This design comes from an exercise in tuning for small area and a short achievable clock period on the open sky130 flow, not from production work.
The RTL was checked by simulation tests, not by an equivalence proof against the original design.
Power is estimated from default activity; no workload was simulated.

== ember ==
// multicycle_datapath
module multicycle_datapath (
   input  logic        clk,
   input  logic        rst,
   input  logic        IorD,
   input  logic        ALUSrcA,
   input  logic [1:0]  ALUSrcB,
   input  logic [1:0]  PCSrc,
   input  logic        IRWrite,
   input  logic        PCWrite,
   input  logic        MemWrite,
   input  logic        RegDst,
   input  logic        MemtoReg,
   input  logic        RegWrite,
   input  logic        Branch,
   input  logic [1:0]  ALUOp,
   input  logic [31:0] RD,
   output logic [5:0]  OP,
   output logic [5:0]  Funct,
   output logic [31:0] ADR,
   output logic [31:0] WD,
   output logic        WE,
   output logic [31:0] outputPC,
   output logic        PCEn,
   output logic        Zero
);
   logic [31:0] pc_q, instr_q, data_q, a_q, b_q, alu_out_q;
   logic [31:1][31:0] rf_q;
   logic [4:0]  rs, rt, a3;
   logic [31:0] wbus;
   logic [31:1] we, hold, sel_a, sel_b;
   assign rs   = instr_q[25:21];
   assign rt   = instr_q[20:16];
   assign a3   = RegDst ? instr_q[15:11] : instr_q[20:16];
   assign wbus = {32{rst}} & (MemtoReg ? data_q : alu_out_q);
   always_comb begin
      for (int r = 1; r < 32; r++) begin
         we[r]    = (RegWrite && a3 == r[4:0]) || !rst;
         hold[r]  = rst && !(RegWrite && a3 == r[4:0]);
         sel_a[r] = rst && rs == r[4:0];
         sel_b[r] = rst && rt == r[4:0];
      end
   end
   always_ff @(posedge clk) begin
      for (int r = 1; r < 32; r++)
         rf_q[r] <= ({32{we[r]}} & wbus) | ({32{hold[r]}} & rf_q[r]);
   end
   logic [31:0] a_d, b_d;
   always_comb begin
      a_d = '0;
      b_d = '0;
      for (int r = 1; r < 32; r++) begin
         a_d = a_d | ({32{sel_a[r]}} & rf_q[r]);
         b_d = b_d | ({32{sel_b[r]}} & rf_q[r]);
      end
   end
   logic [31:0] sign_imm, src_a, src_b, sum, alu_result, pc_next;
   logic        op_add, op_sub, op_and, op_or, op_slt;
   logic        f_sub, f_and, f_or, f_slt;
   assign sign_imm = {{16{instr_q[15]}}, instr_q[15:0]};
  ...
Size in the first run: about 1200 flip-flops, ~53000 sq um of cells after synthesis.
clock: 7.5 ns
lec_check: 0
cap_margin: 20
core_margin: 2
core_utilization: 45
cts_cluster_diameter: 80
cts_cluster_size: 25
place_density: 0.62
setup_slack_margin: 2.0
slew_margin: 20
run.sh (not shown) runs the stock make flow with config.mk's settings and CLKGATE_MAP_FILE= SYNTH_SCRIPT=/design/flow/synth_recipe.tcl, a recipe that flattens the netlist after the stock synthesis.
Here is what was changed in the inputs of maple compared with ember.
Settings: a change of CORE_UTILIZATION from 45 to 40; a deleted PLACE_DENSITY that had been 0.62.
--- outcome ---
[compare] base=ember new=maple: number of setup buffers added after CTS now larger; largest net degree at the start of global routing comparable; core utilization now smaller. Adder and majority gate portion of the synthesized area came out exactly the same in maple and ember. maple vs ember, wire length of the first global-routing pass went up by 3600 um. Max worst hold slack across maple and ember: ember.
Inputs modified between maple and violet:
Settings: SETUP_SLACK_MARGIN changed from 2.0 to 2.6.
Notes after the runs:
violet closes out successfully: all stages finished, all timing, DRC and antenna checks passed.
[compare] base=maple new=violet: total power shows a reduction of 0.082 mW; setup slack after layout shows a reduction of 110 ps; worst-margin pin slew shows no meaningful change.
Clock insertion delay at the later pin of the skew report in violet vs maple: up 30 ps
Sort maple and violet by ratio of final minimum period to clock period asc -> top: maple
Proportion of total power due to net switching | violet below maple
--- input diff violet..quartz ---
Settings: SETUP_SLACK_MARGIN: 2.6 -> 1.5.
quartz ends up with a switching power that is 0.031 mW higher than in violet.
Summary of quartz over violet: number of global-route vias before repair was more or less identical, clock distribution power went up by about 1%, global routing usage on met1 went up by 1.5 points.
Delta(clock-buffer cell count, quartz - violet) > 0
Compared quartz vs violet, and initial antenna violation count is up in quartz.
Number of buffers other than clock buffers in the final layout (lower): quartz
Wire length: quartz worse than violet

==> re-timing with driven ports <==
No port has a modelled driver above. Below, the same layouts with a new extraction and two added sets of constraints.
Step 1 (the two cells are an assumption about what drives the block):
set clk [get_ports {clk}]
set_driving_cell -lib_cell sky130_fd_sc_hd__clkbuf_16 $clk
set_driving_cell -lib_cell sky130_fd_sc_hd__buf_2 [delete_from_list [all_inputs] $clk]
Step 2 moves the port delays by t, midway between the first and last clock arrival at a register: inputs arrive t later, outputs are due t later. That takes back most of the time a late clock gives input paths.
a / b / c = ideal ports / drivers / drivers and shift; a / b = the first two.
run	t (ns)	setup WS [ns]	worst setup path at the end	cell pins on the clock port's net
ember	0.815	1.666 / 1.566 / 1.259	input to register	1
maple	0.803	1.670 / 1.554 / 1.391	input to register	1
violet	0.825	1.556 / 1.484 / 1.484	input to output	1
quartz	0.825	1.513 / 1.390 / 0.942	input to register	1
After both steps setup and hold are still met in every run listed. The setup slack of quartz, which loses most, moves by -0.123 ns with the drivers and by -0.571 ns with both steps.
